Context: an optimization exercise on an open-source flow, tuned for small area. The choices shown serve that exercise and are no tape-out recipe. Function was checked by simulation only, so behaviour that the tests miss may differ from the original. Power figures rest on the tool's default switching activity, not on a simulated workload.

**flow/standard.sh**
```bash
#!/bin/bash
# synth_recipe.tcl (not shown) runs the flow's synth.tcl, then flattens the netlist and writes it again
# the make line also repeats each setting of config.mk as NAME=value (left out here)
make -C /OpenROAD-flow-scripts/flow DESIGN_CONFIG=/design/flow/config.mk WORK_HOME=/design/flow/orfs CLKGATE_MAP_FILE= SYNTH_SCRIPT=/design/flow/synth_recipe.tcl "${@:-finish}"
```
**flow/design.v**
```verilog
module fsms_core (
    input  logic        i_clk,
    input  logic        i_rst_n,
    input  logic        i_accept,
    input  logic        i_operation,
    input  logic [9:0]  i_distance_cm,
    input  logic [31:0] i_now_tick,
    input  logic [1:0]  i_random_pick,
    input  logic [9:0]  i_detect_limit,    
    input  logic [9:0]  i_stop_limit,      
    input  logic [15:0] i_patrol_period,
    input  logic [15:0] i_fan_max,
    input  logic [15:0] i_pause_len,
    input  logic [15:0] i_turn_len,
    input  logic [7:0]  i_right_sector,
    input  logic [7:0]  i_left_sector,
    output logic [7:0]  o_servo_angle,
    output logic [2:0]  o_motion,
    output logic        o_fan_on,
    output logic [2:0]  o_mode,
    output logic        o_fire_seen,
    output logic        o_fire_near
);
    localparam logic [2:0] MODE_PATROL   = 3'd0;
    localparam logic [2:0] MODE_PAUSE    = 3'd1;
    localparam logic [2:0] MODE_TURN     = 3'd2;
    localparam logic [2:0] MODE_APPROACH = 3'd3;
    localparam logic [2:0] MODE_FAN      = 3'd4;
    logic [2:0]  r_mode;
    logic        r_flag;       
    logic        r_scan;
    logic [4:0]  r_tens;       
    logic        r_sweep_up;
    logic [9:0]  r_range;
    logic [1:0]  r_pick;       
    logic        r_fresh;      
    logic [31:0] r_patrol_dl;
    logic [31:0] r_timer;      
    logic        r_seen;
    logic        r_near;
    logic        is_patrol, is_pause, is_turn, is_app, is_fan;
    logic        seen, near, lost, far, lost_r;
    logic [31:0] ref_tick, sum;
    logic [15:0] len, addend;
    logic        due, done;
    logic [7:0]  angle;
    logic        sec_r, sec_l;
    logic        hold90;
    function automatic logic lt10n(input logic [9:0] limit_n, input logic [9:0] x);
        logic c;
        c = 1'b0;
        for (int i = 0; i < 10; i++) c = (limit_n[i] & x[i]) | (limit_n[i] & c) | (x[i] & c);
        lt10n = c;
    endfunction
    function automatic logic geq8n(input logic [7:0] a, input logic [7:0] b_n);
        logic c;
        c = 1'b1;
        for (int i = 0; i < 8; i++) c = (a[i] & b_n[i]) | (a[i] & c) | (b_n[i] & c);
        geq8n = c;
    endfunction
    function automatic logic lt8n(input logic [7:0] limit_n, input logic [7:0] x);
        logic c;
        c = 1'b0;
        for (int i = 0; i < 8; i++) c = (limit_n[i] & x[i]) | (limit_n[i] & c) | (x[i] & c);
        lt8n = c;
    endfunction
    function automatic logic geq8(input logic [7:0] a, input logic [7:0] b);
        logic c;
        c = 1'b1;
        for (int i = 0; i < 8; i++) c = (a[i] & ~b[i]) | (a[i] & c) | (~b[i] & c);
        geq8 = c;
    endfunction
    assign is_patrol = (r_mode == MODE_PATROL);
    assign is_pause  = !r_mode[2] && !r_mode[1] && r_mode[0];
    assign is_turn   = r_mode[1] && !r_mode[0];
    assign is_app    = r_mode[1] && r_mode[0];
    assign is_fan    = r_mode[2];
    assign lost    = lt10n(i_detect_limit, r_range);
    assign far     = lt10n(i_stop_limit, r_range);
    assign seen    = !(i_operation ? lost : lt10n(i_detect_limit, i_distance_cm));
    assign near    = !(i_operation ? far  : lt10n(i_stop_limit, i_distance_cm));
    assign lost_r  = lost;
    assign ref_tick = is_patrol ? (r_fresh ? 32'd0 : r_patrol_dl) : r_timer;
    assign len      = is_pause ? i_pause_len : i_fan_max;
    logic [31:0] nx;
    logic [31:0] cc;       
    logic [15:0] cs, ck;   
    logic [16:0] ce;       
    logic        d31, done_lo, hi_zero;
    logic [15:0] hx, ho;
    assign nx = ~ref_tick;
    assign cc[0] = 1'b1;
    logic [31:0] cp, cg;
    assign cp = i_now_tick ^ nx;
    assign cg = i_now_tick & nx;
    for (genvar i = 0; i < 31; i++) begin : g_cc
        assign cc[i+1] = cg[i] | (cp[i] & cc[i]);
    end
    assign d31 = i_now_tick[31] ^ nx[31] ^ cc[31];
    assign due = !d31;
    for (genvar i = 0; i < 16; i++) begin : g_cs
        assign cs[i] = i_now_tick[i] ^ nx[i] ^ ~len[i];
        assign ck[i] = (i_now_tick[i] & nx[i]) | (i_now_tick[i] & ~len[i]) | (nx[i] & ~len[i]);
    end
    assign ce[1:0] = 2'b00;
    assign ce[2]   = cs[1] | ck[0];
    for (genvar i = 2; i < 16; i++) begin : g_ce
        assign ce[i+1] = (cs[i] & ck[i-1]) | (cs[i] & ce[i]) | (ck[i-1] & ce[i]);
    end
    assign done_lo = cc[16] ? (ck[15] & ce[16]) : (ck[15] | ce[16]);
    logic [15:0] hq, hm;
    assign hq = i_now_tick[31:16] ^ ref_tick[31:16];
    assign hm[0] = 1'b1;
    for (genvar i = 1; i < 16; i++) begin : g_hm
        assign hm[i] = hm[i-1] & ref_tick[15+i];
    end
    assign hi_zero = cc[16] ? (hq == 16'd0) : (hq == hm);
    assign done = !hi_zero || done_lo;
    assign addend = (is_patrol && lost_r) ? i_patrol_period : (is_pause ? i_turn_len : 16'd0);
    logic [16:0] ac;
    logic [15:0] ap;
    assign ac[0] = 1'b0;
    for (genvar i = 0; i < 16; i++) begin : g_add
        assign sum[i]  = i_now_tick[i] ^ addend[i] ^ ac[i];
        assign ac[i+1] = (i_now_tick[i] & addend[i]) | (i_now_tick[i] & ac[i]) | (addend[i] & ac[i]);
    end
    assign ap[0] = 1'b1;
    for (genvar i = 1; i < 16; i++) begin : g_inc
        assign ap[i] = ap[i-1] & i_now_tick[15+i];
    end
    assign sum[31:16] = i_now_tick[31:16] ^ ({16{ac[16]}} & ap);
    logic [4:0] a5c;
    logic [6:0] a5;
    assign a5[1:0] = r_tens[1:0];
    assign a5[2]   = r_tens[2] ^ r_tens[0];
    assign a5c[2]  = r_tens[2] & r_tens[0];
    assign a5[3]   = r_tens[3] ^ r_tens[1] ^ a5c[2];
    assign a5c[3]  = (r_tens[3] & r_tens[1]) | (r_tens[3] & a5c[2]) | (r_tens[1] & a5c[2]);
    assign a5[4]   = r_tens[4] ^ r_tens[2] ^ a5c[3];
    assign a5c[4]  = (r_tens[4] & r_tens[2]) | (r_tens[4] & a5c[3]) | (r_tens[2] & a5c[3]);
    assign a5[5]   = r_tens[3] ^ a5c[4];
    assign a5[6]   = (r_tens[3] & a5c[4]) | r_tens[4];
    assign angle   = {a5, 1'b0};
    assign sec_r = !geq8n(angle, i_right_sector);
    assign sec_l = lt8n(i_left_sector, angle);
    assign hold90 = is_fan || (is_app && r_flag);
    always_ff @(posedge i_clk) begin
        if (!i_rst_n) begin
            r_mode     <= MODE_PATROL;
            r_flag     <= 1'b0;
            r_scan     <= 1'b1;
            r_tens     <= 5'd0;
            r_sweep_up <= 1'b1;
            r_range    <= 10'd999;
            r_fresh    <= 1'b1;
        end else if (i_accept) begin
            if (i_operation) begin
                case (r_mode)
                    MODE_PATROL: begin
                        r_scan <= lost;
                        if (lost) begin
                            r_flag <= due || !r_fresh;
                            if (due) r_fresh <= 1'b0;
                        end else begin
                            r_flag <= 1'b0;
                            r_mode <= MODE_PAUSE;
                        end
                    end
                    MODE_PAUSE: begin
                        if (lost) begin
                            r_mode <= MODE_PATROL;
                        end else if (done) begin
                            r_flag <= sec_r;
                            r_mode <= (sec_r || sec_l) ? MODE_TURN : MODE_APPROACH;
                        end
                    end
                    MODE_TURN: begin
                        if (lost || due) r_flag <= 1'b0;
                        if (lost) r_mode <= MODE_PATROL;
                        else if (due) r_mode <= MODE_APPROACH;
                    end
                    MODE_APPROACH: begin
                        r_flag <= !lost && far;
                        if (lost) begin
                            r_scan <= 1'b1;
                            r_mode <= MODE_PATROL;
                        end else if (!far) begin
                            r_mode <= MODE_FAN;
                        end
                    end
                    default: begin
                        if (done || lost) begin
                            r_scan <= 1'b1;
                            r_mode <= MODE_PATROL;
                        end
                    end
                endcase
            end else begin
                r_range <= i_distance_cm;
                if (r_scan) begin
                    if (r_sweep_up) begin
                        if (r_tens[4] && (r_tens[3:0] != 4'd0)) begin
                            r_tens     <= 5'd18;
                            r_sweep_up <= 1'b0;
                        end else begin
                            r_tens <= r_tens ^ {&r_tens[3:0], &r_tens[2:0], &r_tens[1:0], r_tens[0], 1'b1};
                        end
                    end else begin
                        if (r_tens[4:1] == 4'd0) begin
                            r_tens     <= 5'd0;
                            r_sweep_up <= 1'b1;
                        end else begin
                            r_tens <= r_tens ^ {~|r_tens[3:0], ~|r_tens[2:0], ~|r_tens[1:0], ~r_tens[0], 1'b1};
                        end
                    end
                end else if (hold90) begin
                    r_tens <= 5'd9;
                end
            end
        end
    end
    always_ff @(posedge i_clk) begin
        if (i_accept && i_operation) begin
            if (is_patrol && lost && due) begin
                r_pick      <= i_random_pick;
                r_patrol_dl <= sum;
            end
            if ((is_patrol && !lost) || (is_pause && !lost && done && (sec_r || sec_l))
                || (is_app && !lost && !far))
                r_timer <= sum;
        end
    end
    always_ff @(posedge i_clk) begin
        if (i_accept) begin
            r_seen <= seen;
            r_near <= near;
        end
    end
    assign o_servo_angle = angle;
    assign o_mode        = r_mode;
    assign o_fan_on      = is_fan;
    assign o_fire_seen   = r_seen;
    assign o_fire_near   = r_near;
    always_comb begin
        if (is_turn)      o_motion = r_flag ? 3'd4 : 3'd3;
        else if (!r_flag) o_motion = 3'd0;
        else if (is_app)  o_motion = 3'd5;
        else              o_motion = {r_pick[1] & r_pick[0], r_pick[1] ^ r_pick[0], ~r_pick[0]};
    end
endmodule
module fire_seek_mode_sequencer (
    input  logic        i_clk,
    input  logic        i_rst_n,
    input  logic        i_in_valid,
    output logic        i_in_ready,
    input  logic        i_in_operation,
    input  logic [9:0]  i_in_distance_cm,
    input  logic [31:0] i_in_now_tick,
    input  logic [1:0]  i_in_random_pick,
    input  logic        i_cfg_valid,
    output logic        i_cfg_ready,
    input  logic [2:0]  i_cfg_index,
    input  logic [15:0] i_cfg_data,
    output logic        o_out_valid,
    input  logic        o_out_ready,
    output logic [7:0]  o_out_servo_angle,
    output logic [2:0]  o_out_motion,
    output logic        o_out_fan_on,
    output logic [2:0]  o_out_mode,
    output logic        o_out_fire_seen,
    output logic        o_out_fire_near
);
    logic [9:0]  r_detect_limit;   
    logic [9:0]  r_stop_limit;     
    logic [15:0] r_patrol_period;
    logic [15:0] r_fan_max;
    logic [15:0] r_pause_len;
    logic [15:0] r_turn_len;
    logic [7:0]  r_right_sector;
    logic [7:0]  r_left_sector;
    logic        r_out_valid;
    logic        in_acc;
    assign i_in_ready  = !r_out_valid || o_out_ready;
    assign in_acc      = i_in_valid && i_in_ready;
    assign i_cfg_ready = 1'b1;
    logic [15:0] d_lo, d_hi;
    logic [7:0]  cfg_we;
    assign d_lo = i_cfg_data & {16{i_rst_n}};
    assign d_hi = i_cfg_data | {16{!i_rst_n}};
    always_comb begin
        for (int k = 0; k < 8; k++)
            cfg_we[k] = !i_rst_n || (i_cfg_valid && i_cfg_index == 3'(k));
    end
    function automatic logic [15:0] dsel(input logic [15:0] def, input logic [15:0] lo,
                                         input logic [15:0] hi);
        dsel = (hi & def) | (lo & ~def);
    endfunction
    always_ff @(posedge i_clk) begin
        if (cfg_we[0]) r_detect_limit  <= dsel(~16'd300, ~d_hi, ~d_lo) & 16'h03ff;
        if (cfg_we[1]) r_stop_limit    <= dsel(~16'd50,  ~d_hi, ~d_lo) & 16'h03ff;
        if (cfg_we[2]) r_patrol_period <= dsel(16'd3000, d_lo, d_hi);
        if (cfg_we[3]) r_fan_max       <= dsel(16'd5000, d_lo, d_hi);
        if (cfg_we[4]) r_pause_len     <= dsel(16'd300,  d_lo, d_hi);
        if (cfg_we[5]) r_turn_len      <= dsel(16'd1308, d_lo, d_hi);
        if (cfg_we[6]) r_right_sector  <= dsel(~16'd60,  ~d_hi, ~d_lo) & 16'h00ff;   
        if (cfg_we[7]) r_left_sector   <= dsel(~16'd120, ~d_hi, ~d_lo) & 16'h00ff;   
    end
    always_ff @(posedge i_clk) begin
        if (!i_rst_n)         r_out_valid <= 1'b0;
        else if (in_acc)      r_out_valid <= 1'b1;
        else if (o_out_ready) r_out_valid <= 1'b0;
    end
    fsms_core u_core (
        .i_clk           (i_clk),
        .i_rst_n         (i_rst_n),
        .i_accept        (in_acc),
        .i_operation     (i_in_operation),
        .i_distance_cm   (i_in_distance_cm),
        .i_now_tick      (i_in_now_tick),
        .i_random_pick   (i_in_random_pick),
        .i_detect_limit  (r_detect_limit),
        .i_stop_limit    (r_stop_limit),
        .i_patrol_period (r_patrol_period),
        .i_fan_max       (r_fan_max),
        .i_pause_len     (r_pause_len),
        .i_turn_len      (r_turn_len),
        .i_right_sector  (r_right_sector),
        .i_left_sector   (r_left_sector),
        .o_servo_angle   (o_out_servo_angle),
        .o_motion        (o_out_motion),
        .o_fan_on        (o_out_fan_on),
        .o_mode          (o_out_mode),
        .o_fire_seen     (o_out_fire_seen),
        .o_fire_near     (o_out_fire_near)
    );
    assign o_out_valid = r_out_valid;
endmodule
```
**flow/constraint.sdc**
```tcl
create_clock -name core_clock -period 10.0 [get_ports {i_clk}]
set_input_delay 2.0000 -clock core_clock [delete_from_list [all_inputs] [get_ports {i_clk}]]
set_output_delay 2.0000 -clock core_clock [all_outputs]
set_load 0.01 [all_outputs]
```
**flow/flow/run.sh**
```bash
#!/bin/bash
# Layout flow: the standard flow (standard synthesis unchanged), with two changes:
#  - ports are buffered with the smallest buffer instead of the default delay-buffer choice
#  - the clock tree uses clkbuf_8 buffers and no dummy load cells
# Each tool's full output stays in orfs/logs/ (ORFS writes one log per step), and the
# make output goes to flow.log in this folder.
set -uo pipefail
export BUFFER_PORTS_ARGS="-buffer_cell sky130_fd_sc_hd__buf_1"
export CTS_ARGS="-sink_clustering_enable -repair_clock_nets -buf_list sky130_fd_sc_hd__clkbuf_8 -dont_use_dummy_load"
bash standard.sh finish > flow.log 2>&1
rc=$?
tail -20 flow.log
exit $rc
```
**flow/config.mk**
```make
export PLATFORM = sky130hd
export DESIGN_NAME = fire_seek_mode_sequencer
export DESIGN_NICKNAME = fire_seek_mode_sequencer
export VERILOG_FILES = /design/flow/design.v
export SDC_FILE = /design/flow/constraint.sdc
export NUM_CORES = 4
export LEC_CHECK = 0
export ABC_AREA = 1
export CAP_MARGIN = 20
export CORE_MARGIN = 2
export CORE_UTILIZATION = 40
export SLEW_MARGIN = 20
```
==> flow_summary.ini, run 1 <==
[power_and_ir_drop]
max-vdd-ir-drop_mv = 0.0745
powerDensity_mw_per_mm2 = 152
p_leak_nw = 4.58

[critical_path]
critPathLaunchType = register
cp_common_cell = fa_1
path_class = reg -> reg
reg2reg_from = r_detect_limit[1]
critPathMaxFanout = 8
endpoint_kind = register
max_stage_delay_ps = 440
worstRegToRegCells = 46
cpMaxStageDelayCell = edfxtp_1
r2r-end = u_core.r_timer[31]
r2r_slack_ps = 570
crit_required_ps = 10270
cp.arrival_ps = 9690

[global_routing]
grt_pass1_vias = 6927
grt_overflow_total = 0
grt_usage = 0.168
grt_max_degree = 49
grt_pass1_wl_mm = 35.0
antenna_found_initial = 2

[floorplan]
core-area_sq_mm = 0.0258
die_area_sq_mm = 0.0274
die_y_um = 165
io-pin-count = 89
die_w_um = 165
rows = 59
start_util = 0.404

[drt]
drc = 0
vias = 7132
drt_iter0_markers = 423
dr.pass1.iters = 4
via_per_inst = 4.92
wl_mm = 22.3
wl_per_cell_um = 15.4
antenna_left = 0

[synthesis]
synth-edff-count = 167
synthMuxAreaShare = 0.0144
yosys.area_share.simple = 0.132
synth.distinct_cells = 47
ys_ff_latch = 190
synthFlopType = edfxtp_1
synth_area_sq_mm = 0.0104
synth_nets = 1174
synthXorXnorAreaFrac = 0.0185
synth_warnings = 2
synth_fa_ha_area_frac = 0.125
avgSynthCellArea_sq_um = 10.2
synth_cells = 1020
synth_compound_area_frac = 0.116
synth_top_family_by_area = simple AND/OR/NAND/NOR gates
ys_seq_area_frac = 0.525
async_reset_ff_frac = 0

[min_path]
min_from = u_core.r_scan
hold_depth = 2
min_path_type = reg -> reg
min_to = u_core.r_scan

[cells_and_area]
area_growth_pct = 9.98
drive_gt1_frac = 0.0467
utilization = 0.444
final_common_cell = nand2_1
final_nets = 1270
final_cell_mix = 231 x nand2_1, 167 x edfxtp_1, 159 x inv_1
design_area_sq_mm = 0.0115

[place]
dpl_cell_area_sq_mm = 0.0112
portBuffers = 86
hpwlAfterDp_mm = 16.7
gp_congestion = 0.897

[run_status]
status = finished clean

[timing]
period_share = 0.943
setup_tns_ps = 0
hold_viol_final = 0
finalClockSkew_ps = 43.3
slew_viol_final = 0
hold-worst-slack_ps = 473
max_freq_mhz = 106
period_needed_ps = 9430
setup_viol = 0
maxSlewHeadroom = 0.254
worstMarginPinSlew_ps = 1110
rsz0062_at_grt = no

[clock_network]
cts_root_buf = clkbuf_8
cts_tree = yes
clock_sinks = 190
cts_setup_buffers = 0
cts_max_path_buffers = 2
hold_buffers = 0
cts_htree_levels = 4
cts_buffers = 17
clk_latency_ps = 470
clk_pin_slew_ps = 110
cts_resized = 0

[job]
drv_cap = 0
cell type report:
cell class	count	area [sq um]
multi-input cells	644	4270
inverters	162	608
well taps	335	419
fillers	2526	14400
flip-flops and latches	190	5480
repair buffers	101	457
clock buffers	17	234
diodes	2	5.00
registers in the layout, summed over array words and instances (netlist names), 2 cells and up:
register	cells
u_core.r_patrol_dl	32
u_core.r_timer	32
r_fan_max	16
r_patrol_period	16
r_pause_len	16
r_turn_len	16
r_detect_limit	10
r_stop_limit	10
u_core.r_range	10
r_right_sector	8
r_left_sector	7
u_core.r_tens	5
u_core.r_mode	3
u_core.r_pick	2
worst max-delay path by stage:
stage,from,cells past startpoint,endpoint
6_report,r_detect_limit[1],46,u_core.r_timer[31]
5_1_grt,r_detect_limit[1],46,u_core.r_patrol_dl[31]
4_1_cts,r_detect_limit[1],44,u_core.r_timer[30]
3_5_place_dp,i_in_now_tick[0],33,u_core.r_patrol_dl[30]
3_3_place_gp,i_in_now_tick[0],33,u_core.r_patrol_dl[30]
2_1_floorplan,i_in_now_tick[0],32,u_core.r_patrol_dl[30]
kinds of logic (layout without fill, tap and decap cells):
kind of cell	Yosys count	in the layout
AO/OA/AOI/OAI	184	184
XOR/XNOR	22	22
adder cells (fa/ha/maj)	85	85
buffers and inverters	186	280
flip-flops	190	190
multiplexers	15	15
other	2	4
AND/OR/NAND/NOR	336	336
synth_stat cells (all sizes together), types with 17 or more instances:
library cell  number  share of area
a21oi             38          0.018
clkbuf            17         0.0061
dfxtp             23          0.044
edfxtp           167           0.48
fa                32          0.061
ha                53          0.064
inv              160          0.058
nand2            235          0.086
nand3             34          0.018
nor2              52          0.019
o21ai             59          0.028
xor2              19          0.016
critical path, delay by kind of cell (launching register included):
kind	cells	cell delay (ps)
AOI/OAI and AO/OA	8	970
buffers and inverters	6	480
DFF	1	440
xor gates and xnor gates	1	190
adders and majority gates	16	5500
and+or+nand+nor	15	1610
metrics by stage:
step / total power, mW / setup slack, ps / cells
finish: 1.74 / 575 / 1451
global route: 1.84 / 51.3 / 1451
CTS: 1.75 / 510 / 1449
detailed placement: 1.38 / 401 / 1432
global placement: 1.37 / 408 / 1431
floorplan: 1.25 / 1140 / 1020
layer usage:
metal  up-vias  global-route usage  wire length [um]
li1       3643                   -                 -
met3        13              0.0272               656
met4         0              0.0451               308
met1      3349               0.216             10400
met5         -                   0                 0
met2       127               0.293             10900
power breakdown:
part           total, mW  internal (mW)  switching [mW]  leakage, nW
Clock              0.380          0.151           0.229        0.122
Sequential         0.971          0.946          0.0254         1.78
Combinational      0.388          0.145           0.243         2.68
==> inputs of run 2 (changes only) <==
--- a/flow/design.v
+++ b/flow/design.v
@@ -36,6 +36,9 @@
     logic        r_fresh;      
     logic [31:0] r_patrol_dl;
     logic [31:0] r_timer;      
+    logic        r_patrol_k;
+    logic        r_timer_k;
+    logic        ref_k;
     logic        r_seen;
     logic        r_near;
     logic        is_patrol, is_pause, is_turn, is_app, is_fan;
@@ -81,6 +84,7 @@
     assign near    = !(i_operation ? far  : lt10n(i_stop_limit, i_distance_cm));
     assign lost_r  = lost;
     assign ref_tick = is_patrol ? (r_fresh ? 32'd0 : r_patrol_dl) : r_timer;
+    assign ref_k    = is_patrol ? (!r_fresh && r_patrol_k) : r_timer_k;
     assign len      = is_pause ? i_pause_len : i_fan_max;
     logic [31:0] nx;
     logic [31:0] cc;       
@@ -97,7 +101,6 @@
         assign cc[i+1] = cg[i] | (cp[i] & cc[i]);
     end
     assign d31 = i_now_tick[31] ^ nx[31] ^ cc[31];
-    assign due = !d31;
     for (genvar i = 0; i < 16; i++) begin : g_cs
         assign cs[i] = i_now_tick[i] ^ nx[i] ^ ~len[i];
         assign ck[i] = (i_now_tick[i] & nx[i]) | (i_now_tick[i] & ~len[i]) | (nx[i] & ~len[i]);
@@ -114,21 +117,19 @@
     for (genvar i = 1; i < 16; i++) begin : g_hm
         assign hm[i] = hm[i-1] & ref_tick[15+i];
     end
-    assign hi_zero = cc[16] ? (hq == 16'd0) : (hq == hm);
+    logic z15;
+    assign z15     = cc[16] ? (hq[14:0] == 15'd0) : (hq[14:0] == hm[14:0]);
+    assign hi_zero = z15 && (hq[15] == (cc[16] ? 1'b0 : hm[15]));
+    assign due = !(d31 ^ (ref_k && z15));
     assign done = !hi_zero || done_lo;
     assign addend = (is_patrol && lost_r) ? i_patrol_period : (is_pause ? i_turn_len : 16'd0);
     logic [16:0] ac;
-    logic [15:0] ap;
     assign ac[0] = 1'b0;
     for (genvar i = 0; i < 16; i++) begin : g_add
         assign sum[i]  = i_now_tick[i] ^ addend[i] ^ ac[i];
         assign ac[i+1] = (i_now_tick[i] & addend[i]) | (i_now_tick[i] & ac[i]) | (addend[i] & ac[i]);
     end
-    assign ap[0] = 1'b1;
-    for (genvar i = 1; i < 16; i++) begin : g_inc
-        assign ap[i] = ap[i-1] & i_now_tick[15+i];
-    end
-    assign sum[31:16] = i_now_tick[31:16] ^ ({16{ac[16]}} & ap);
+    assign sum[31:16] = i_now_tick[31:16];
     logic [4:0] a5c;
     logic [6:0] a5;
     assign a5[1:0] = r_tens[1:0];
@@ -224,10 +225,14 @@
             if (is_patrol && lost && due) begin
                 r_pick      <= i_random_pick;
                 r_patrol_dl <= sum;
+                r_patrol_k  <= ac[16];
             end
             if ((is_patrol && !lost) || (is_pause && !lost && done && (sec_r || sec_l))
                 || (is_app && !lost && !far))
-                r_timer <= sum;
+            begin
+                r_timer   <= sum;
+                r_timer_k <= ac[16];
+            end
         end
     end
     always_ff @(posedge i_clk) begin
--- a/flow/flow/run.sh
+++ b/flow/flow/run.sh
@@ -6,7 +6,7 @@
 # make output goes to flow.log in this folder.
 set -uo pipefail
 export BUFFER_PORTS_ARGS="-buffer_cell sky130_fd_sc_hd__buf_1"
-export CTS_ARGS="-sink_clustering_enable -repair_clock_nets -buf_list sky130_fd_sc_hd__clkbuf_8 -dont_use_dummy_load"
+export CTS_ARGS="-repair_clock_nets -buf_list sky130_fd_sc_hd__clkbuf_8 -dont_use_dummy_load"
 bash standard.sh finish > flow.log 2>&1
 rc=$?
 tail -20 flow.log
==> flow_summary.ini, run 2 <==
[run_status]
status = finished clean

[cells_and_area]
seqCellArea_sq_mm = 0.00554
area_growth_pct = 9.63
final_common_cell = nand2_1
num-fill-cells = 2471
final_cell_mix = 223 x nand2_1, 169 x edfxtp_1, 153 x inv_1
top_regs = u_core.r_patrol_dl (32), u_core.r_timer (32)
drive_gt1_frac = 0.0519
design_area_sq_mm = 0.0113
multiInputGateArea_sq_mm = 0.00408
final_nets = 1234
final_cells = 1410

[clock_network]
cts_htree_levels = 4
cts_buffers = 17
cts_root_buf = clkbuf_8
hold_buffers = 0
cts_setup_buffers = 0
clk_pin_slew_ps = 110
cts_tree = yes
cts_max_path_buffers = 2
cts_resized = 0
clk_latency_ps = 470
clock_sinks = 192

[timing]
setup_tns_ps = 0
worstMarginPinSlew_ps = 1140
rsz0062_at_grt = no
setup_viol = 0
finalClockSkew_ps = 40.2
max_freq_mhz = 122
maxSlewHeadroom = 0.230
slew_viol_final = 0
hold-worst-slack_ps = 511
period_share = 0.823
period_needed_ps = 8230
hold_viol_final = 0

[synthesis]
synth_nets = 1142
synth_warnings = 2
synth_cells = 989
synth-edff-count = 169
synthFlopType = edfxtp_1
yosysTopAreaCell = edfxtp_1
yosysMostFrequentCell = nand2_1
synth_top_area_frac = 0.493
ys_ff_latch = 192
synth_area_sq_mm = 0.0103
avgSynthCellArea_sq_um = 10.4
ys_top_cells_by_area = edfxtp_1 49%, nand2_1 8.1%, ha_1 6.3%
ys_seq_area_frac = 0.537
synthTopCellsByCount = 223 x nand2_1, 169 x edfxtp_1, 153 x inv_1
synth.distinct_cells = 48
async_reset_ff_frac = 0

[place]
dpl_cell_area_sq_mm = 0.0110
dp_cells = 1391
portBuffers = 86
hpwlAfterDp_mm = 16.5
gp_congestion = 0.851

[drt]
wl_per_cell_um = 15.8
drc = 0
via_per_inst = 4.94
antenna_left = 0
vias = 6971
drt_iter0_markers = 534
dr.pass1.iters = 5
wl_mm = 22.3

[critical_path]
critPathMaxFanout = 18
crit_required_ps = 10320
cp.arrival_ps = 8550
max_stage_delay_ps = 430
cp_common_cell = fa_1
critPathLaunchType = register
cpMaxStageDelayCell = edfxtp_1
path_class = reg -> reg
endpoint_kind = register

[power_and_ir_drop]
max-vdd-ir-drop_mv = 0.0759
power_mw = 1.84
powerDensity_mw_per_mm2 = 163
p_leak_nw = 4.54

[global_routing]
antenna_found_initial = 2
grt_overflow_total = 0
grt_usage = 0.173
grt_pass1_wl_mm = 36.0
grt_max_degree = 49
grt_pass1_vias = 6933

[floorplan]
rows = 58
die_y_um = 164
io-pin-count = 89
die_area_sq_mm = 0.0271
core-area_sq_mm = 0.0253
die_w_um = 164
start_util = 0.408

[job]
drv_cap = 0

[min_path]
min_path_type = reg -> reg
==> run 2: cell count changes after synthesis, moves of 3 or more <==
cell,previous run,this run
nor2_1,51,39
xor2_1,19,10
nand2_1,231,223
inv_1,159,153
nor2_2,1,7
a21oi_1,38,33
buf_2,0,4
and3_1,3,0
o21ai_1,4,1
xnor2_1,3,6
==> run 2: logic make-up after synthesis <==
| group | share of synthesized area |
|---|---|
| adder cells (fa/ha/maj) | 0.125 |
| XOR/XNOR | 0.0136 |
| other | 0.000729 |
| flip-flops | 0.537 |
| buffers and inverters | 0.0686 |
| multiplexers | 0.0146 |
| AO/OA/AOI/OAI | 0.111 |
| AND/OR/NAND/NOR | 0.129 |
==> run 2: layout make-up <==
cell class,count,area share
inverter,156,0.0519
timing repair buffer,99,0.0391
tap,330,0.0366
antenna,1,0.000222
multi-input combinational,615,0.361
sequential,192,0.490
clock buffer,17,0.0207
==> run 2: power by group <==
part	internal [mW]	switching, mW
Combinational	0.173	0.291
Sequential	0.963	0.0283
Clock	0.151	0.231
Total	1.29	0.551
==> run 2: metrics by stage <==
stage                      util  worst slack (ps)
after CTS                 0.446              1780
after global placement    0.437              1810
final                     0.447              1770
after detailed placement  0.437              1770
after global routing      0.447              1280
after floorplan               -              2240
==> run 2: routing by layer <==
layer	vias to the layer above	share of wire	GRT usage
met1	3296	0.46	0.227
li1	3535	-	-
met4	2	0.016	0.0530
met2	115	0.48	0.293
met5	-	0.00049	0
met3	23	0.036	0.0299
==> run 2: worst paths after layout <==
kind / start / endpoint / slack (ps) / cells past startpoint
setup / recovery: r_detect_limit[1] / u_core.r_patrol_dl[15] / 1770 / 33
hold / removal: u_core.r_range[4] / u_core.r_range[4] / 510 / 2
setup reg to reg: r_detect_limit[1] / u_core.r_patrol_dl[15] / 1770 / 33
hold reg to reg: u_core.r_range[4] / u_core.r_range[4] / 510 / 2
==> run 2: worst max-delay path: cells and delay by family, from the launching register on <==
family	cells	cell delay, ps
flops	1	430
compound gates	7	980
fa+ha+maj	16	5690
simple gates	5	480
buf+inv	5	500
==> inputs of run 3 (changes only) <==
--- a/flow/flow/run.sh
+++ b/flow/flow/run.sh
@@ -6,7 +6,7 @@
 # make output goes to flow.log in this folder.
 set -uo pipefail
 export BUFFER_PORTS_ARGS="-buffer_cell sky130_fd_sc_hd__buf_1"
-export CTS_ARGS="-repair_clock_nets -buf_list sky130_fd_sc_hd__clkbuf_8 -dont_use_dummy_load"
+export CTS_ARGS="-sink_clustering_enable -repair_clock_nets -buf_list sky130_fd_sc_hd__clkbuf_8 -dont_use_dummy_load -sink_clustering_size 40 -sink_clustering_levels 1 -sink_buffer_max_cap_derate 1.0"
 bash standard.sh finish > flow.log 2>&1
 rc=$?
 tail -20 flow.log
==> flow_summary.ini, run 3 <==
[clock_network]
cts_root_buf = clkbuf_8
clk_pin_slew_ps = 110
cts_resized = 0
hold_buffers = 0
cts_max_path_buffers = 2
cts_tree = yes
cts_htree_levels = 4
cts_buffers = 17
clock_sinks = 192
cts_setup_buffers = 0
clk_latency_ps = 470

[place]
gp_congestion = 0.851
portBuffers = 86
hpwlAfterDp_mm = 16.5
dpl_cell_area_sq_mm = 0.0110

[timing]
hold-worst-slack_ps = 511
setup_viol = 0
max_freq_mhz = 122
setup_tns_ps = 0
finalClockSkew_ps = 40.2
slew_viol_final = 0
period_needed_ps = 8230
maxSlewHeadroom = 0.230
period_share = 0.823
hold_viol_final = 0
rsz0062_at_grt = no
worstMarginPinSlew_ps = 1140

[critical_path]
cpMaxStageDelayCell = edfxtp_1
endpoint_kind = register
r2r-end = u_core.r_patrol_dl[15]
critPathMaxFanout = 18
critPathLaunchType = register
cp.arrival_ps = 8550
worstRegToRegCells = 33
max_stage_delay_ps = 430
cp_common_cell = fa_1
crit_required_ps = 10320
path_class = reg -> reg
reg2reg_from = r_detect_limit[1]
r2r_slack_ps = 1770

[drt]
via_per_inst = 4.94
drc = 0
wl_per_cell_um = 15.8
antenna_left = 0
dr.pass1.iters = 5
vias = 6971
drt_iter0_markers = 534
wl_mm = 22.3

[floorplan]
io-pin-count = 89
core-area_sq_mm = 0.0253
start_util = 0.408
die_y_um = 164
die_area_sq_mm = 0.0271
rows = 58
die_w_um = 164

[synthesis]
synth.distinct_cells = 48
synth_cells = 989
synth_top_area_frac = 0.493
ys_ff_latch = 192
synth_area_sq_mm = 0.0103
yosysMostFrequentCell = nand2_1
ys_seq_area_frac = 0.537
synth_warnings = 2
async_reset_ff_frac = 0
avgSynthCellArea_sq_um = 10.4
yosysTopAreaCell = edfxtp_1
synth-edff-count = 169
ys_top_cells_by_area = edfxtp_1 49%, nand2_1 8.1%, ha_1 6.3%
synthTopCellsByCount = 223 x nand2_1, 169 x edfxtp_1, 153 x inv_1
synth_nets = 1142
synthFlopType = edfxtp_1

[global_routing]
antenna_found_initial = 2
grt_pass1_wl_mm = 36.0
grt_overflow_total = 0
grt_usage = 0.173
grt_max_degree = 49
grt_pass1_vias = 6933

[min_path]
min_from = u_core.r_range[4]
min_to = u_core.r_range[4]
min_path_type = reg -> reg
hold_depth = 2

[cells_and_area]
area_growth_pct = 9.63
final_common_cell = nand2_1
drive_gt1_frac = 0.0519
design_area_sq_mm = 0.0113
top_regs = u_core.r_patrol_dl (32), u_core.r_timer (32)
final_cell_mix = 223 x nand2_1, 169 x edfxtp_1, 153 x inv_1
utilization = 0.447
final_nets = 1234

[power_and_ir_drop]
p_leak_nw = 4.54
powerDensity_mw_per_mm2 = 163
max-vdd-ir-drop_mv = 0.0759

[run_status]
status = finished clean

[job]
drv_cap = 0
## run 3: cell counts in the layout (fill, tap and decap cells not counted)
No cell type changed its count.
## run 3: through the flow
step	instances	power [mW]	worst slack, ps
2_1_floorplan	989	1.33	2240
5_1_grt	1409	1.96	1280
4_1_cts	1408	1.86	1780
3_3_place_gp	1391	1.46	1810
6_report	1410	1.84	1770
3_5_place_dp	1391	1.47	1770
## run 3: worst max-delay path, delay by kind of cell (launching register included)
kind            cells  cell delay [ps]
compound gates      7              980
fa+ha+maj          16             5690
buf+inv             5              500
flops               1              430
simple gates        5              480
## run 3: per-layer routing
layer  routed length [um]  global-route usage
met1                10300               0.227
met2                10800               0.293
met3                  806              0.0299
met4                  367              0.0530
met5                   11                   0
## run 3: final cells by class
type	count	area, sq um
Tap cell	330	413
Clock buffer	17	234
Fill cell	2471	14000
Multi-Input combinational cell	615	4080
Timing Repair Buffer	99	442
Antenna cell	1	2.50
Sequential cell	192	5540
Inverter	156	586
## run 3: worst max-delay path by stage
| stage | depth (start not counted) | slack (ps) | startpoint | endpoint |
|---|---|---|---|---|
| detailed placement | 21 | 1770 | i_in_now_tick[0] | u_core.r_timer[15] |
| global placement | 21 | 1810 | i_in_now_tick[0] | u_core.r_patrol_dl[15] |
| finish | 33 | 1770 | r_detect_limit[1] | u_core.r_patrol_dl[15] |
| floorplan | 20 | 2240 | i_in_now_tick[0] | u_core.r_patrol_dl[15] |
| global route | 33 | 1280 | r_detect_limit[1] | u_core.r_patrol_dl[15] |
| CTS | 33 | 1780 | r_detect_limit[1] | u_core.r_patrol_dl[15] |
## run 3: logic make-up (layout without fill, tap and decap cells)
logic type / Yosys count / count (layout) / share of synthesized area
adder cells (fa/ha/maj): 84 / 84 / 0.125
AO/OA/AOI/OAI: 176 / 176 / 0.111
multiplexers: 15 / 15 / 0.0146
other: 2 / 3 / 0.000729
buffers and inverters: 182 / 272 / 0.0686
flip-flops: 192 / 192 / 0.537
AND/OR/NAND/NOR: 322 / 322 / 0.129
XOR/XNOR: 16 / 16 / 0.0136
## run 3: report_power, final
| group | switching [mW] | leakage, nW | internal, mW |
|---|---|---|---|
| combinational | 0.291 | 2.62 | 0.173 |
| clock | 0.231 | 0.122 | 0.151 |
| sequential | 0.0283 | 1.80 | 0.963 |
==> inputs of run 4 (changes only) <==
--- a/flow/flow/run.sh
+++ b/flow/flow/run.sh
@@ -6,7 +6,7 @@
 # make output goes to flow.log in this folder.
 set -uo pipefail
 export BUFFER_PORTS_ARGS="-buffer_cell sky130_fd_sc_hd__buf_1"
-export CTS_ARGS="-sink_clustering_enable -repair_clock_nets -buf_list sky130_fd_sc_hd__clkbuf_8 -dont_use_dummy_load -sink_clustering_size 40 -sink_clustering_levels 1 -sink_buffer_max_cap_derate 1.0"
+export CTS_ARGS="-sink_clustering_enable -repair_clock_nets -buf_list sky130_fd_sc_hd__clkbuf_8 -dont_use_dummy_load"
 bash standard.sh finish > flow.log 2>&1
 rc=$?
 tail -20 flow.log
--- a/flow/config.mk
+++ b/flow/config.mk
@@ -8,5 +8,6 @@
 export ABC_AREA = 1
 export CAP_MARGIN = 20
 export CORE_MARGIN = 2
-export CORE_UTILIZATION = 40
+export CORE_UTILIZATION = 50
+export PLACE_DENSITY = 0.75
 export SLEW_MARGIN = 20
==> flow_summary.ini, run 4 <==
[run_status]
status = finished clean

[floorplan]
die_area_sq_mm = 0.0218
rows = 52
core-area_sq_mm = 0.0202
start_util = 0.509
die_w_um = 148
die_y_um = 148
io-pin-count = 89

[synthesis]
yosysMostFrequentCell = nand2_1
synth_top_area_frac = 0.493
synth_warnings = 2
synth_area_sq_mm = 0.0103
synthFlopType = edfxtp_1
ys_top_cells_by_area = edfxtp_1 49%, nand2_1 8.1%, ha_1 6.3%
yosysTopAreaCell = edfxtp_1
synth_nets = 1142
synth-edff-count = 169
synthTopCellsByCount = 223 x nand2_1, 169 x edfxtp_1, 153 x inv_1
avgSynthCellArea_sq_um = 10.4
synth.distinct_cells = 48
ys_seq_area_frac = 0.537
synth_cells = 989
ys_ff_latch = 192
async_reset_ff_frac = 0

[timing]
maxSlewHeadroom = 0.290
setup_viol = 0
period_needed_ps = 8200
setup_tns_ps = 0
period_share = 0.820
finalClockSkew_ps = 49.6
max_freq_mhz = 122
setup_ws_ps = 1800
worstMarginPinSlew_ps = 1060
hold_viol_final = 0
hold-worst-slack_ps = 510
rsz0062_at_grt = no
slew_viol_final = 0

[power_and_ir_drop]
max-vdd-ir-drop_mv = 0.100
p_leak_nw = 4.54
p_sw_mw = 0.547
powerDensity_mw_per_mm2 = 164
p_int_mw = 1.29
seqPwrFrac = 0.540
combPwrFrac = 0.255
power_mw = 1.84
switching_share = 0.298
clkPwrFrac = 0.205

[clock_network]
cts_resized = 0
cts_setup_buffers = 0
cts_htree_levels = 4
hold_buffers = 0
cts_buffers = 17
cts_tree = yes
clk_pin_slew_ps = 80
clk_latency_ps = 480
cts_root_buf = clkbuf_8
clock_sinks = 192
cts_max_path_buffers = 2

[critical_path]
path_class = reg -> reg
cpMaxStageDelayCell = nand2_1
cp.arrival_ps = 8510
crit_chain = nor2_2, nand2_1, clkinv_1, buf_4, a22oi_1, fa_1, fa_1, inv_1, fa_1, fa_1, fa_1, fa_1, fa_1, fa_1, fa_1, fa_1, fa_1, fa_1, fa_1, fa_1, inv_1, fa_1, inv_1
crit_required_ps = 10310
max_stage_delay_ps = 780
endpoint_kind = register
path_buf_inv = 5
cp_common_cell = fa_1
crit_family = adder cells
critPathMaxFanout = 20
critPathLaunchType = register

[place]
hpwlAfterDp_mm = 16.0
portBuffers = 86
gp_congestion = 0.888
preCtsSetupSlack_ps = 1770

[global_routing]
grt_pass1_vias = 6800
antenna_found_initial = 2
grt_usage = 0.203
grt_max_degree = 49
grt_pass1_wl_mm = 34.5
grt_overflow_total = 0

[cells_and_area]
utilization = 0.555
diodes = 0
area_growth_pct = 8.93
final_cell_mix = 223 x nand2_1, 169 x edfxtp_1, 153 x inv_1
top_regs = u_core.r_patrol_dl (32), u_core.r_timer (32)
final_common_cell = nand2_1
drive_gt1_frac = 0.0528
final_nets = 1235

[drt]
drc = 0
wl_mm = 21.6
via_per_inst = 5.28
vias = 7127
dr.pass1.iters = 4
antenna_left = 0
drt_iter0_markers = 512
wl_per_cell_um = 16.0

[min_path]
min_path_type = reg -> reg

[job]
drv_cap = 0
run 4: cell counts after synthesis:
Identical to the previous run, type by type.
run 4: area by class of cell:
| type | instances | area, sq um |
|---|---|---|
| Sequential cell | 192 | 5540 |
| Clock buffer | 17 | 234 |
| Fill cell | 1725 | 9010 |
| Timing Repair Buffer | 100 | 447 |
| Inverter | 156 | 586 |
| Multi-Input combinational cell | 615 | 4080 |
| Tap cell | 270 | 338 |
run 4: metrics by stage:
stage                     instance area, sq um  cells
after floorplan                          10300    989
after global placement                   11000   1331
after detailed placement                 11000   1331
after CTS                                11200   1348
after global routing                     11200   1350
final                                    11200   1350
run 4: final timing paths:
path	startpoint	to	slack, ps	depth (start not counted)
hold reg to reg	u_core.r_range[0]	u_core.r_range[0]	510	2
setup reg to reg	u_core.r_mode[2]	u_core.r_patrol_dl[15]	1800	23
hold / removal	u_core.r_range[0]	u_core.r_range[0]	510	2
setup / recovery	u_core.r_mode[2]	u_core.r_patrol_dl[15]	1800	23
run 4: cells by family after synthesis:
| logic type | count (synthesis) | synth area share |
|---|---|---|
| and+or+nand+nor | 322 | 0.129 |
| adders and majority gates | 84 | 0.125 |
| muxes | 15 | 0.0146 |
| AOI/OAI and AO/OA | 176 | 0.111 |
| other | 2 | 0.000729 |
| xor gates and xnor gates | 16 | 0.0136 |
| DFF | 192 | 0.537 |
| buffers and inverters | 182 | 0.0686 |
run 4: power groups by stage:
| stage | sequential, mW | combinational (mW) | clock (mW) |
|---|---|---|---|
| 6_report | 0.992 | 0.468 | 0.376 |
| 3_3_place_gp | 1.01 | 0.443 | 0 |
| 2_1_floorplan | 1.00 | 0.330 | 0 |
| 5_1_grt | 0.998 | 0.534 | 0.412 |
| 3_5_place_dp | 1.01 | 0.461 | 0 |
| 4_1_cts | 0.992 | 0.464 | 0.387 |
run 4: routing by layer:
metal / share of wire / global-route usage / vias up
li1: - / - / 3535
met1: 0.44 / 0.270 / 3370
met2: 0.49 / 0.344 / 196
met3: 0.054 / 0.0364 / 24
met4: 0.014 / 0.0601 / 2
met5: 0.00055 / 0 / -
run 4: worst reg2reg max path, cell delays in order (launching register included):
cell	delay, ps
dfxtp_1	510
nor2_2	110
nand2_1	780
clkinv_1	270
buf_4	270
a22oi_1	310
fa_1	250
fa_1	160
inv_1	50
fa_1	390
fa_1	400
fa_1	400
fa_1	390
fa_1	390
fa_1	390
fa_1	400
fa_1	400
fa_1	400
fa_1	420
fa_1	410
fa_1	380
inv_1	80
fa_1	400
inv_1	80
==> inputs of run 5 (changes only) <==
--- a/flow/config.mk
+++ b/flow/config.mk
@@ -8,6 +8,5 @@
 export ABC_AREA = 1
 export CAP_MARGIN = 20
 export CORE_MARGIN = 2
-export CORE_UTILIZATION = 50
-export PLACE_DENSITY = 0.75
+export CORE_UTILIZATION = 60
 export SLEW_MARGIN = 20
==> flow_summary.ini, run 5 <==
[critical_path]
crit_family = adder cells
path_class = reg -> reg
path_buf_inv = 5
crit_required_ps = 10340
cp.arrival_ps = 8500
critPathLaunchType = register
endpoint_kind = register
critPathMaxFanout = 18
cp_common_cell = fa_1
cpMaxStageDelayCell = edfxtp_1
max_stage_delay_ps = 440

[timing]
maxSlewHeadroom = 0.282
hold_viol_final = 0
slew_viol_final = 0
setup_viol = 0
period_needed_ps = 8160
worstMarginPinSlew_ps = 1070
rsz0062_at_grt = no
period_share = 0.816
finalClockSkew_ps = 56.3
max_freq_mhz = 123
setup_tns_ps = 0

[synthesis]
ys_ff_latch = 192
synth_cells = 989
synthTopCellsByCount = 223 x nand2_1, 169 x edfxtp_1, 153 x inv_1
synth.distinct_cells = 48
ys_top_cells_by_area = edfxtp_1 49%, nand2_1 8.1%, ha_1 6.3%
synth_top_area_frac = 0.493
synth_area_sq_mm = 0.0103
synthFlopType = edfxtp_1
yosysTopAreaCell = edfxtp_1
synth_nets = 1142
synth-edff-count = 169
async_reset_ff_frac = 0
synth_warnings = 2
ys_seq_area_frac = 0.537
yosysMostFrequentCell = nand2_1
avgSynthCellArea_sq_um = 10.4

[floorplan]
core-area_sq_mm = 0.0167
start_util = 0.617
die_y_um = 135
die_w_um = 135
rows = 47
io-pin-count = 89
die_area_sq_mm = 0.0182

[clock_network]
cts_max_path_buffers = 2
clock_sinks = 192
cts_setup_buffers = 0
clk_latency_ps = 490
cts_root_buf = clkbuf_8
hold_buffers = 0
cts_resized = 0
cts_tree = yes
cts_buffers = 17
cts_htree_levels = 4
clk_pin_slew_ps = 100

[drt]
wl_mm = 21.4
wl_per_cell_um = 16.4
dr.pass1.iters = 4
drt_iter0_markers = 429
antenna_left = 0
drc = 0
via_per_inst = 5.40
vias = 7018

[global_routing]
grt_pass1_wl_mm = 34.4
grt_usage = 0.250
grt_pass1_vias = 6764
antenna_found_initial = 0
grt_overflow_total = 0
grt_max_degree = 49

[cells_and_area]
area_growth_pct = 8.08
num-fill-cells = 1354
design_area_sq_mm = 0.0111
seqCellArea_sq_mm = 0.00554
final_nets = 1234
multiInputGateArea_sq_mm = 0.00408
drive_gt1_frac = 0.0519
diodes = 0
top_regs = u_core.r_patrol_dl (32), u_core.r_timer (32)
final_cell_mix = 223 x nand2_1, 169 x edfxtp_1, 153 x inv_1
final_common_cell = nand2_1

[min_path]
min_path_type = reg -> reg

[job]
drv_cap = 0

[place]
hpwlAfterDp_mm = 16.0
portBuffers = 86
dpl_cell_area_sq_mm = 0.0109
gp_congestion = 0.859

[power_and_ir_drop]
p_leak_nw = 4.53
powerDensity_mw_per_mm2 = 165
power_mw = 1.84
max-vdd-ir-drop_mv = 0.123

[run_status]
status = finished clean
## run 5: worst reg2reg max path: cells and delay by family, from the launching register on
family,cells,cell delay [ps]
compound gates,7,960
fa+ha+maj,16,5680
buf+inv,5,510
flops,1,440
simple gates,5,460
## run 5: cell type report
type                       instances  share of cell area
timing repair buffer              99              0.0379
clock buffer                      17              0.0210
tap                              220              0.0247
sequential                       192               0.497
inverter                         156              0.0526
multi-input combinational        615               0.367
## run 5: path summary, 6_finish.rpt
kind                startpoint                      to  slack [ps]  cells after the start
min                r_out_valid             r_out_valid         510                      2
min reg2reg        r_out_valid             r_out_valid         510                      2
max reg2reg  r_detect_limit[1]  u_core.r_patrol_dl[15]        1840                     33
max          r_detect_limit[1]  u_core.r_patrol_dl[15]        1840                     33
## run 5: per-stage QoR
step	std cells	hold slack (ps)	setup slack (ps)	util
2_1_floorplan	989	465	2240	-
3_3_place_gp	1282	493	1850	0.653
3_5_place_dp	1282	498	1810	0.653
4_1_cts	1299	509	1880	0.667
5_1_grt	1299	542	1480	0.667
6_report	1299	506	1840	0.667
## run 5: kinds of logic after synthesis
group,Yosys count,share of synthesized area
simple gates,322,0.129
flops,192,0.537
buf+inv,182,0.0686
compound gates,176,0.111
fa+ha+maj,84,0.125
xor+xnor,16,0.0136
mux,15,0.0146
other cells,2,0.000729
## run 5: power by group
part,leakage (nW),internal (mW),switching (mW)
registers,1.80,0.963,0.0284
clock network,0.122,0.151,0.227
logic,2.61,0.172,0.297
## run 5: metal layers
metal	GRT usage	vias to the layer above	share of wire
li1	-	3534	-
met5	0	-	0
met1	0.347	3292	0.46
met2	0.396	165	0.47
met3	0.0631	27	0.054
met4	0.0706	0	0.015
==> inputs of run 6 (changes only) <==
--- a/flow/config.mk
+++ b/flow/config.mk
@@ -8,5 +8,5 @@
 export ABC_AREA = 1
 export CAP_MARGIN = 20
 export CORE_MARGIN = 2
-export CORE_UTILIZATION = 60
+export CORE_UTILIZATION = 40
 export SLEW_MARGIN = 20
==> flow_summary.ini, run 6 <==
[clock_network]
cts_tree = yes
cts_setup_buffers = 0
cts_htree_levels = 4
cts_buffers = 17
cts_resized = 0
cts_max_path_buffers = 2
clk_latency_ps = 470
clock_sinks = 192
cts_root_buf = clkbuf_8
hold_buffers = 0
clk_pin_slew_ps = 110

[cells_and_area]
area_growth_pct = 9.63
final_cells = 1410
final_nets = 1234
drive_gt1_frac = 0.0519
num-fill-cells = 2471
final_common_cell = nand2_1
top_regs = u_core.r_patrol_dl (32), u_core.r_timer (32)
final_cell_mix = 223 x nand2_1, 169 x edfxtp_1, 153 x inv_1

[timing]
setup_viol = 0
slew_viol_final = 0
max_freq_mhz = 122
period_needed_ps = 8230
setup_tns_ps = 0
rsz0062_at_grt = no
finalClockSkew_ps = 40.2
hold_viol_final = 0
maxSlewHeadroom = 0.230
period_share = 0.823
worstMarginPinSlew_ps = 1140

[synthesis]
yosysMostFrequentCell = nand2_1
ys_seq_area_frac = 0.537
yosysTopAreaCell = edfxtp_1
synthFlopType = edfxtp_1
avgSynthCellArea_sq_um = 10.4
synth_top_area_frac = 0.493
synthTopCellsByCount = 223 x nand2_1, 169 x edfxtp_1, 153 x inv_1
ys_top_cells_by_area = edfxtp_1 49%, nand2_1 8.1%, ha_1 6.3%
synth_area_sq_mm = 0.0103
synth-edff-count = 169
ys_ff_latch = 192
async_reset_ff_frac = 0
synth_warnings = 2
synth.distinct_cells = 48
synth_nets = 1142
synth_cells = 989

[critical_path]
worstRegToRegCells = 33
cp.arrival_ps = 8550
path_class = reg -> reg
crit_family = adder cells
max_stage_delay_ps = 430
critPathLaunchType = register
worst-path-stages = 33
cpMaxStageDelayCell = edfxtp_1
cp_common_cell = fa_1
path_buf_inv = 5
endpoint_kind = register
crit_required_ps = 10320
critPathMaxFanout = 18

[global_routing]
grt_overflow_total = 0
antenna_found_initial = 2
grt_usage = 0.173
grt_max_degree = 49
grt_pass1_vias = 6933
grt_pass1_wl_mm = 36.0

[floorplan]
rows = 58
core-area_sq_mm = 0.0253
io-pin-count = 89
start_util = 0.408
die_area_sq_mm = 0.0271
die_w_um = 164
die_y_um = 164

[place]
hpwlAfterDp_mm = 16.5
dp_cells = 1391
gp_congestion = 0.851
portBuffers = 86

[power_and_ir_drop]
powerDensity_mw_per_mm2 = 163
p_leak_nw = 4.54
max-vdd-ir-drop_mv = 0.0759

[min_path]
hold_depth = 2
min_path_type = reg -> reg

[drt]
drt_iter0_markers = 534
antenna_left = 0
wl_mm = 22.3
dr.pass1.iters = 5
wl_per_cell_um = 15.8
via_per_inst = 4.94
drc = 0
vias = 6971

[job]
drv_cap = 0

[run_status]
status = finished clean
-- run 6: changes by cell type in the layout (fill, tap and decap cells not counted), sizes merged --
cell / before / now
diode: 0 / 1
-- run 6: cell families (layout without fill, tap and decap cells) --
| family | Yosys count | count (layout) | synth area share |
|---|---|---|---|
| buf+inv | 182 | 272 | 0.0686 |
| other cells | 2 | 3 | 0.000729 |
| compound gates | 176 | 176 | 0.111 |
| flops | 192 | 192 | 0.537 |
| simple gates | 322 | 322 | 0.129 |
| fa+ha+maj | 84 | 84 | 0.125 |
| mux | 15 | 15 | 0.0146 |
| xor+xnor | 16 | 16 | 0.0136 |
-- run 6: routing by layer --
layer / global-route usage / vias up / part of all wire
met2: 0.293 / 115 / 0.48
met5: 0 / - / 0.00049
met3: 0.0299 / 23 / 0.036
li1: - / 3535 / -
met1: 0.227 / 3296 / 0.46
met4: 0.0530 / 2 / 0.016
-- run 6: worst paths after layout --
kind | from | slack (ps) | end
hold / removal | u_core.r_range[4] | 510 | u_core.r_range[4]
hold reg to reg | u_core.r_range[4] | 510 | u_core.r_range[4]
setup / recovery | r_detect_limit[1] | 1770 | u_core.r_patrol_dl[15]
setup reg to reg | r_detect_limit[1] | 1770 | u_core.r_patrol_dl[15]
-- run 6: area by class of cell --
cell class              count  area (sq um)  share of cell area
repair buffers             99           442              0.0391
flip-flops and latches    192          5540               0.490
clock buffers              17           234              0.0207
diodes                      1          2.50            0.000222
inverters                 156           586              0.0519
multi-input cells         615          4080               0.361
well taps                 330           413              0.0366
-- run 6: per-stage QoR --
step           area (sq um)  worst slack (ps)  hold WS, ps  power, mW  utilization
4_1_cts               11300              1780          508       1.86        0.446
6_report              11300              1770          511       1.84        0.447
3_3_place_gp          11000              1810          491       1.46        0.437
2_1_floorplan         10300              2240          465       1.33            -
5_1_grt               11300              1280          532       1.96        0.447
3_5_place_dp          11000              1770          491       1.47        0.437
-- run 6: tightest hold or removal path: cells and delay by family (launching register included) --
| family | cells | cell delay [ps] |
|---|---|---|
| DFF | 1 | 350 |
| AOI/OAI and AO/OA | 1 | 50 |
| buffers and inverters | 1 | 70 |
-- run 6: where the power goes --
group / internal [mW] / switching (mW) / total [mW]
Combinational: 0.173 / 0.291 / 0.465
Sequential: 0.963 / 0.0283 / 0.991
Clock: 0.151 / 0.231 / 0.382
Total: 1.29 / 0.551 / 1.84

[re-timing with driven ports]
How much do the figures lean on ideal ports? The routed layouts below were timed once more, with nothing changed but the port constraints. Step 1 sets driving cells, clkbuf_16 on the clock port and buf_2 on the other inputs (assumed; they add their load-dependent delay and slew). Step 2 times the ports against the registers' clock, not the clock port: input delays grow and output delays shrink by t, the midpoint of the rising clock arrivals with the driver on. a / b / c = ideal ports / drivers / drivers and shift; a / b = the first two.
| run | t (ns) | setup WS [ns] | clock arrival spread, ns | worst slew at a driven data input, ns |
|---|---|---|---|---|
| run 1 | 0.490 | 0.575 / 0.575 / 0.357 | 0.043 / 0.043 | 0.09 |
| run 2 | 0.493 | 1.772 / 1.772 / 1.746 | 0.040 / 0.041 | 0.07 |
| run 3 | 0.493 | 1.772 / 1.772 / 1.746 | 0.040 / 0.041 | 0.07 |
| run 4 | 0.500 | 1.804 / 1.804 / 1.721 | 0.050 / 0.050 | 0.07 |
| run 5 | 0.498 | 1.839 / 1.839 / 1.755 | 0.057 / 0.057 | 0.06 |
| run 6 | 0.493 | 1.772 / 1.772 / 1.746 | 0.040 / 0.041 | 0.07 |
After both steps setup and hold are still met in every run listed. The setup slack of run 1, which loses most, moves by 0.000 ns with the drivers and by -0.218 ns with both steps.
